Source: an optimization exercise on an open RTL-to-GDS flow (aim: small area, a short achievable clock period and few clock cycles per item). Production flows keep margins and buffers that such runs may drop. RTL that was checked went through simulation tests only; none was proved equivalent to the original.

==> build 43: inputs <==
Design fpu_pipe_unit, start of the top module:
module fpu_pipe_unit #(
    parameter int EXP_W = 8,
    parameter int MAN_W = 23,
    parameter int TAG_W = 4
) (
    input  logic                 clk,
    input  logic                 rst_n,
    input  logic                 in_valid,
    output logic                 in_ready,
    input  logic [1:0]           in_op,
    input  logic [EXP_W+MAN_W:0] in_a,
    input  logic [EXP_W+MAN_W:0] in_b,
    input  logic [TAG_W-1:0]     in_tag,
    output logic                 out_valid,
    input  logic                 out_ready,
    output logic [EXP_W+MAN_W:0] out_y,
    output logic [TAG_W-1:0]     out_tag,
    output logic [3:0]           out_flags,
    output logic [3:0]           sticky,
    input  logic                 sticky_clr
);
    localparam int FW  = 1 + EXP_W + MAN_W;
    localparam int SW  = MAN_W + 4;           
    localparam int PW  = 2 * MAN_W + 2;
    localparam int EW  = EXP_W + 2;
    localparam int LZW = $clog2(SW);
    localparam logic signed [EW-1:0] BIAS = EW'((1 << (EXP_W - 1)) - 1);
    localparam logic signed [EW-1:0] EMAX = EW'((1 << EXP_W) - 1);
    localparam logic signed [EW-1:0] EMIN = EW'(1);
    localparam logic [1:0] OP_SUB = 2'b01;
    localparam logic [1:0] OP_MUL = 2'b10;
  ...
make LEC_CHECK=0 ABC_AREA=1 CAP_MARGIN=20 CORE_MARGIN=2 CORE_UTILIZATION=40 SETUP_SLACK_MARGIN=3 SLEW_MARGIN=20 finish   # period 14.0 ns
run.sh (not shown) runs the stock make flow with config.mk's settings and CLKGATE_MAP_FILE= SYNTH_SCRIPT=/design/flow/synth_recipe.tcl, a recipe that flattens the netlist after the stock synthesis.
==> build 88: changes against build 43 <==
--- a/flow/design.v
+++ b/flow/design.v
@@ -19,15 +19,14 @@
     output logic [3:0]           sticky,
     input  logic                 sticky_clr
 );
     localparam int FW  = 1 + EXP_W + MAN_W;
     localparam int SW  = MAN_W + 4;           
     localparam int PW  = 2 * MAN_W + 2;
     localparam int EW  = EXP_W + 2;
-    localparam int LZW = $clog2(SW);
     localparam logic signed [EW-1:0] BIAS = EW'((1 << (EXP_W - 1)) - 1);
     localparam logic signed [EW-1:0] EMAX = EW'((1 << EXP_W) - 1);
     localparam logic signed [EW-1:0] EMIN = EW'(1);
     localparam logic [1:0] OP_SUB = 2'b01;
     localparam logic [1:0] OP_MUL = 2'b10;
     logic out_v_q, stall;
     assign stall     = out_v_q && !out_ready;
@@ -1771,58 +1770,111 @@
             end
         end
     end
     always_ff @(posedge clk or negedge rst_n) begin
         if (!rst_n) out_v_q <= 1'b0;
         else        out_v_q <= stall | in_valid;
     end
-    logic [LZW-1:0]       lz;
-    logic [SW-1:0]        nm;
-    logic signed [EW-1:0] e_n, e_r;
-    logic                 g_bit, rs_bit, up, inx;
-    logic [MAN_W:0]       frc;
+    logic [SW:0]          R;
+    logic                 rnd_path;
+    logic [MAN_W-1:0]     rm, frc_r;
+    logic                 r_lsb, r_g, r_s, up, inx, cy;
+    logic signed [EW-1:0] e_r;
+    assign R        = r_sum;
+    assign rnd_path = R[SW] | R[SW-1] | R[SW-2];
     always_comb begin
-        lz = '0;
-        for (int i = 0; i < SW; i++)
-            if (r_sum[i]) lz = LZW'(SW - 1 - i);
+        if (R[SW]) begin
+            rm = R[SW-1:4];  r_lsb = R[4]; r_g = R[3]; r_s = |R[2:0];
+        end else if (R[SW-1]) begin
+            rm = R[SW-2:3];  r_lsb = R[3]; r_g = R[2]; r_s = |R[1:0];
+        end else begin
+            rm = R[SW-3:2];  r_lsb = R[2]; r_g = R[1]; r_s = R[0];
+        end
     end
+    logic [MAN_W-1:0]     rm_inc;
+    logic signed [EW-1:0] ex_lo, ex_hi;
+    logic                 ovf_lo, ovf_hi, unf_lo, unf_hi, ovf, unf;
+    assign up     = r_g && (r_s || r_lsb);
+    assign inx    = r_g || r_s;
+    assign rm_inc = rm + 1'b1;
+    assign cy     = up && (&rm);
+    assign frc_r  = up ? rm_inc : rm;
     always_comb begin
-        if (r_sum[SW]) begin
-            nm  = {r_sum[SW:2], r_sum[1] | r_sum[0]};
-            e_n = $signed(r_exp) + EMIN;
-        end else begin
-            nm  = r_sum[SW-1:0] << lz;
-            e_n = $signed(r_exp) - $signed(EW'(lz));
+        if (R[SW])        begin ex_lo = $signed(r_exp) + EW'(1); ex_hi = $signed(r_exp) + EW'(2); end
+        else if (R[SW-1]) begin ex_lo = $signed(r_exp);          ex_hi = $signed(r_exp) + EW'(1); end
+        else              begin ex_lo = $signed(r_exp) - EW'(1); ex_hi = $signed(r_exp);          end
+    end
+    assign ovf_lo = (ex_lo >= EMAX);
+    assign ovf_hi = (ex_hi >= EMAX);
+    assign unf_lo = (ex_lo < EMIN);
+    assign unf_hi = (ex_hi < EMIN);
+    assign e_r    = cy ? ex_hi : ex_lo;
+    assign ovf    = cy ? ovf_hi : ovf_lo;
+    assign unf    = cy ? unf_hi : unf_lo;
+    localparam int LW = 32;
+    logic [LW-1:0]        lzin;
+    logic [4:0]           lzk;
+    logic [SW-3:0]        T;
+    logic signed [EW-1:0] e_s;
+    assign lzin = {R[SW-3:0], {(LW-SW+2){1'b1}}};
+    logic [LW-1:0]   lv0;
+    logic [LW/2-1:0] lv1; logic [LW/2-1:0][0:0] lc1;
+    logic [LW/4-1:0] lv2; logic [LW/4-1:0][1:0] lc2;
+    logic [LW/8-1:0] lv3; logic [LW/8-1:0][2:0] lc3;
+    logic [LW/16-1:0] lv4; logic [LW/16-1:0][3:0] lc4;
+    always_comb begin
+        lv0 = lzin;
+        for (int i = 0; i < LW/2; i++) begin
+            lv1[i] = lv0[2*i+1] | lv0[2*i];
+            lc1[i] = ~lv0[2*i+1];
         end
+        for (int i = 0; i < LW/4; i++) begin
+            lv2[i] = lv1[2*i+1] | lv1[2*i];
+            lc2[i] = lv1[2*i+1] ? {1'b0, lc1[2*i+1]} : {1'b1, lc1[2*i]};
+        end
+        for (int i = 0; i < LW/8; i++) begin
+            lv3[i] = lv2[2*i+1] | lv2[2*i];
+            lc3[i] = lv2[2*i+1] ? {1'b0, lc2[2*i+1]} : {1'b1, lc2[2*i]};
+        end
+        for (int i = 0; i < LW/16; i++) begin
+            lv4[i] = lv3[2*i+1] | lv3[2*i];
+            lc4[i] = lv3[2*i+1] ? {1'b0, lc3[2*i+1]} : {1'b1, lc3[2*i]};
+        end
+        lzk    = lv4[1] ? {1'b0, lc4[1]} : {1'b1, lc4[0]};
     end
-    assign g_bit  = nm[2];
-    assign rs_bit = nm[1] | nm[0];
-    assign up     = g_bit && (rs_bit || nm[3]);
-    assign inx    = g_bit || rs_bit;
-    assign frc    = {1'b0, nm[SW-2:3]} + {{MAN_W{1'b0}}, up};
-    assign e_r    = e_n + $signed({{(EW-1){1'b0}}, frc[MAN_W]});
+    logic lz_any_d;
+    assign lz_any_d = |R[SW-3:0];
+    assign T   = R[SW-3:0] << lzk;
+    assign e_s = $signed(r_exp) - $signed(EW'(lzk)) - $signed(EW'(2));
     logic [FW-1:0] y;
     logic [3:0]    flg;
     always_comb begin
         y   = '0;
         flg = '0;
         if (r_spec) begin
             y   = r_nan ? '1 : {r_sgn, r_inf ? {EXP_W{1'b1}} : {EXP_W{1'b0}}, {MAN_W{1'b0}}};
             flg = {r_nv, 3'b000};
-        end else if (!nm[SW-1]) begin
+        end else if (rnd_path) begin
+            if (ovf) begin
+                y   = {r_sgn, {EXP_W{1'b1}}, {MAN_W{1'b0}}};
+                flg = 4'b0101;
+            end else if (unf) begin
+                y   = {r_sgn, {(FW-1){1'b0}}};
+                flg = 4'b0011;
+            end else begin
+                y   = {r_sgn, e_r[EXP_W-1:0], frc_r};
+                flg = {3'b000, inx};
+            end
+        end else if (!lz_any_d) begin
             y   = '0;
-        end else if (e_r >= EMAX) begin
-            y   = {r_sgn, {EXP_W{1'b1}}, {MAN_W{1'b0}}};
-            flg = 4'b0101;
-        end else if (e_r < EMIN) begin
+        end else if (e_s < EMIN) begin
             y   = {r_sgn, {(FW-1){1'b0}}};
             flg = 4'b0011;
         end else begin
-            y   = {r_sgn, e_r[EXP_W-1:0], frc[MAN_W-1:0]};
-            flg = {3'b000, inx};
+            y   = {r_sgn, e_s[EXP_W-1:0], T[SW-4:1]};
         end
     end
     assign out_y     = y;
     assign out_tag   = r_tag;
     assign out_flags = flg;
     logic [3:0] sticky_q;
     always_ff @(posedge clk or negedge rst_n) begin
Settings changed: CORE_UTILIZATION 40 to 60, SETUP_SLACK_MARGIN 3 to 4.
==> build 92: changes against build 43 <==
--- a/flow/design.v
+++ b/flow/design.v
@@ -19,15 +19,14 @@
     output logic [3:0]           sticky,
     input  logic                 sticky_clr
 );
     localparam int FW  = 1 + EXP_W + MAN_W;
     localparam int SW  = MAN_W + 4;           
     localparam int PW  = 2 * MAN_W + 2;
     localparam int EW  = EXP_W + 2;
-    localparam int LZW = $clog2(SW);
     localparam logic signed [EW-1:0] BIAS = EW'((1 << (EXP_W - 1)) - 1);
     localparam logic signed [EW-1:0] EMAX = EW'((1 << EXP_W) - 1);
     localparam logic signed [EW-1:0] EMIN = EW'(1);
     localparam logic [1:0] OP_SUB = 2'b01;
     localparam logic [1:0] OP_MUL = 2'b10;
     logic out_v_q, stall;
     assign stall     = out_v_q && !out_ready;
@@ -1771,58 +1770,111 @@
             end
         end
     end
     always_ff @(posedge clk or negedge rst_n) begin
         if (!rst_n) out_v_q <= 1'b0;
         else        out_v_q <= stall | in_valid;
     end
-    logic [LZW-1:0]       lz;
-    logic [SW-1:0]        nm;
-    logic signed [EW-1:0] e_n, e_r;
-    logic                 g_bit, rs_bit, up, inx;
-    logic [MAN_W:0]       frc;
+    logic [SW:0]          R;
+    logic                 rnd_path;
+    logic [MAN_W-1:0]     rm, frc_r;
+    logic                 r_lsb, r_g, r_s, up, inx, cy;
+    logic signed [EW-1:0] e_r;
+    assign R        = r_sum;
+    assign rnd_path = R[SW] | R[SW-1] | R[SW-2];
     always_comb begin
-        lz = '0;
-        for (int i = 0; i < SW; i++)
-            if (r_sum[i]) lz = LZW'(SW - 1 - i);
+        if (R[SW]) begin
+            rm = R[SW-1:4];  r_lsb = R[4]; r_g = R[3]; r_s = |R[2:0];
+        end else if (R[SW-1]) begin
+            rm = R[SW-2:3];  r_lsb = R[3]; r_g = R[2]; r_s = |R[1:0];
+        end else begin
+            rm = R[SW-3:2];  r_lsb = R[2]; r_g = R[1]; r_s = R[0];
+        end
     end
+    logic [MAN_W-1:0]     rm_inc;
+    logic signed [EW-1:0] ex_lo, ex_hi;
+    logic                 ovf_lo, ovf_hi, unf_lo, unf_hi, ovf, unf;
+    assign up     = r_g && (r_s || r_lsb);
+    assign inx    = r_g || r_s;
+    assign rm_inc = rm + 1'b1;
+    assign cy     = up && (&rm);
+    assign frc_r  = up ? rm_inc : rm;
     always_comb begin
-        if (r_sum[SW]) begin
-            nm  = {r_sum[SW:2], r_sum[1] | r_sum[0]};
-            e_n = $signed(r_exp) + EMIN;
-        end else begin
-            nm  = r_sum[SW-1:0] << lz;
-            e_n = $signed(r_exp) - $signed(EW'(lz));
+        if (R[SW])        begin ex_lo = $signed(r_exp) + EW'(1); ex_hi = $signed(r_exp) + EW'(2); end
+        else if (R[SW-1]) begin ex_lo = $signed(r_exp);          ex_hi = $signed(r_exp) + EW'(1); end
+        else              begin ex_lo = $signed(r_exp) - EW'(1); ex_hi = $signed(r_exp);          end
+    end
+    assign ovf_lo = (ex_lo >= EMAX);
+    assign ovf_hi = (ex_hi >= EMAX);
+    assign unf_lo = (ex_lo < EMIN);
+    assign unf_hi = (ex_hi < EMIN);
+    assign e_r    = cy ? ex_hi : ex_lo;
+    assign ovf    = cy ? ovf_hi : ovf_lo;
+    assign unf    = cy ? unf_hi : unf_lo;
+    localparam int LW = 32;
+    logic [LW-1:0]        lzin;
+    logic [4:0]           lzk;
+    logic [SW-3:0]        T;
+    logic signed [EW-1:0] e_s;
+    assign lzin = {R[SW-3:0], {(LW-SW+2){1'b1}}};
+    logic [LW-1:0]   lv0;
+    logic [LW/2-1:0] lv1; logic [LW/2-1:0][0:0] lc1;
+    logic [LW/4-1:0] lv2; logic [LW/4-1:0][1:0] lc2;
+    logic [LW/8-1:0] lv3; logic [LW/8-1:0][2:0] lc3;
+    logic [LW/16-1:0] lv4; logic [LW/16-1:0][3:0] lc4;
+    always_comb begin
+        lv0 = lzin;
+        for (int i = 0; i < LW/2; i++) begin
+            lv1[i] = lv0[2*i+1] | lv0[2*i];
+            lc1[i] = ~lv0[2*i+1];
         end
+        for (int i = 0; i < LW/4; i++) begin
+            lv2[i] = lv1[2*i+1] | lv1[2*i];
+            lc2[i] = lv1[2*i+1] ? {1'b0, lc1[2*i+1]} : {1'b1, lc1[2*i]};
+        end
+        for (int i = 0; i < LW/8; i++) begin
+            lv3[i] = lv2[2*i+1] | lv2[2*i];
+            lc3[i] = lv2[2*i+1] ? {1'b0, lc2[2*i+1]} : {1'b1, lc2[2*i]};
+        end
+        for (int i = 0; i < LW/16; i++) begin
+            lv4[i] = lv3[2*i+1] | lv3[2*i];
+            lc4[i] = lv3[2*i+1] ? {1'b0, lc3[2*i+1]} : {1'b1, lc3[2*i]};
+        end
+        lzk    = lv4[1] ? {1'b0, lc4[1]} : {1'b1, lc4[0]};
     end
-    assign g_bit  = nm[2];
-    assign rs_bit = nm[1] | nm[0];
-    assign up     = g_bit && (rs_bit || nm[3]);
-    assign inx    = g_bit || rs_bit;
-    assign frc    = {1'b0, nm[SW-2:3]} + {{MAN_W{1'b0}}, up};
-    assign e_r    = e_n + $signed({{(EW-1){1'b0}}, frc[MAN_W]});
+    logic lz_any_d;
+    assign lz_any_d = |R[SW-3:0];
+    assign T   = R[SW-3:0] << lzk;
+    assign e_s = $signed(r_exp) - $signed(EW'(lzk)) - $signed(EW'(2));
     logic [FW-1:0] y;
     logic [3:0]    flg;
     always_comb begin
         y   = '0;
         flg = '0;
         if (r_spec) begin
             y   = r_nan ? '1 : {r_sgn, r_inf ? {EXP_W{1'b1}} : {EXP_W{1'b0}}, {MAN_W{1'b0}}};
             flg = {r_nv, 3'b000};
-        end else if (!nm[SW-1]) begin
+        end else if (rnd_path) begin
+            if (ovf) begin
+                y   = {r_sgn, {EXP_W{1'b1}}, {MAN_W{1'b0}}};
+                flg = 4'b0101;
+            end else if (unf) begin
+                y   = {r_sgn, {(FW-1){1'b0}}};
+                flg = 4'b0011;
+            end else begin
+                y   = {r_sgn, e_r[EXP_W-1:0], frc_r};
+                flg = {3'b000, inx};
+            end
+        end else if (!lz_any_d) begin
             y   = '0;
-        end else if (e_r >= EMAX) begin
-            y   = {r_sgn, {EXP_W{1'b1}}, {MAN_W{1'b0}}};
-            flg = 4'b0101;
-        end else if (e_r < EMIN) begin
+        end else if (e_s < EMIN) begin
             y   = {r_sgn, {(FW-1){1'b0}}};
             flg = 4'b0011;
         end else begin
-            y   = {r_sgn, e_r[EXP_W-1:0], frc[MAN_W-1:0]};
-            flg = {3'b000, inx};
+            y   = {r_sgn, e_s[EXP_W-1:0], T[SW-4:1]};
         end
     end
     assign out_y     = y;
     assign out_tag   = r_tag;
     assign out_flags = flg;
     logic [3:0] sticky_q;
     always_ff @(posedge clk or negedge rst_n) begin
Settings changed: SETUP_SLACK_MARGIN 3 to 4.
==> qor summary <==
| item | build 92 | build 43 | build 88 |
|---|---|---|---|
| Status | complete, no violations | complete, no violations | complete, no violations |
| Wire length of the first global-routing pass | 171.9 mm | 161.6 mm | 167.8 mm |
| FMAX | 103.2 MHz | 96.37 MHz | 102.4 MHz |
| Via count normalized by instance count | 5.817 | 5.832 | 6.413 |
| Data required time at the worst endpoint | 14.06 ns | 14.17 ns | 14.06 ns |
| Final period demand of the worst path | 9.691 ns | 10.38 ns | 9.761 ns |
| Worst slew margin relative to its limit | 25.41% | 27.27% | 32.24% |
| First-pass iteration count of the detailed router | 8 | 6 | 8 |
| Die Footprint | 71590 µm² | 69040 µm² | 48050 µm² |
| CP arrival | 9.75 ns | 10.55 ns | 9.82 ns |
| Actual transition at the worst max-transition pin | 1.109 ns | 1.088 ns | 1.009 ns |
| Clk cell area share | 0.6110% | 0.5821% | 0.5621% |
| CTS resizes | 14 | 3 | 11 |
Testbench counts of build 88, summed over its fixed seeds: cycles 4,008, items 4,000.
Testbench counts of build 92, summed over its fixed seeds: cycles 4,008, items 4,000.
The RTL of build 43 was laid out without a check of its function.

[afterwards: timing with drivers on the ports]
The results above use ideal ports. As a check the final layouts listed here were re-extracted and re-timed, cells and wires unchanged.
Step 1 assumes that a clkbuf_16 drives the clock port and a buf_2 every other input.
Step 2 adds t to the input delays and takes it off the output delays; t is the mean of the earliest and latest rising clock arrival at the registers after step 1. Input paths then give back, and output paths get back, about the clock's delay inside the block.
Slacks: ideal / step 1 / step 2; pairs: ideal / step 1.
| run | t, ns | setup WS [ns] | worst slew at a driven data input, ns | cell pins on the clock port's net |
|---|---|---|---|---|
| build 43 | 0.362 | 3.623 / 3.574 / 3.291 | 0.06 | 1 |
| build 88 | 0.360 | 4.239 / 4.260 / 3.900 | 0.07 | 1 |
| build 92 | 0.344 | 4.309 / 4.326 / 3.982 | 0.06 | 1 |
After both steps every run listed still meets setup and hold. For build 88, which loses most, drivers alone change the setup slack by +0.021 ns; drivers and shift together by -0.339 ns.
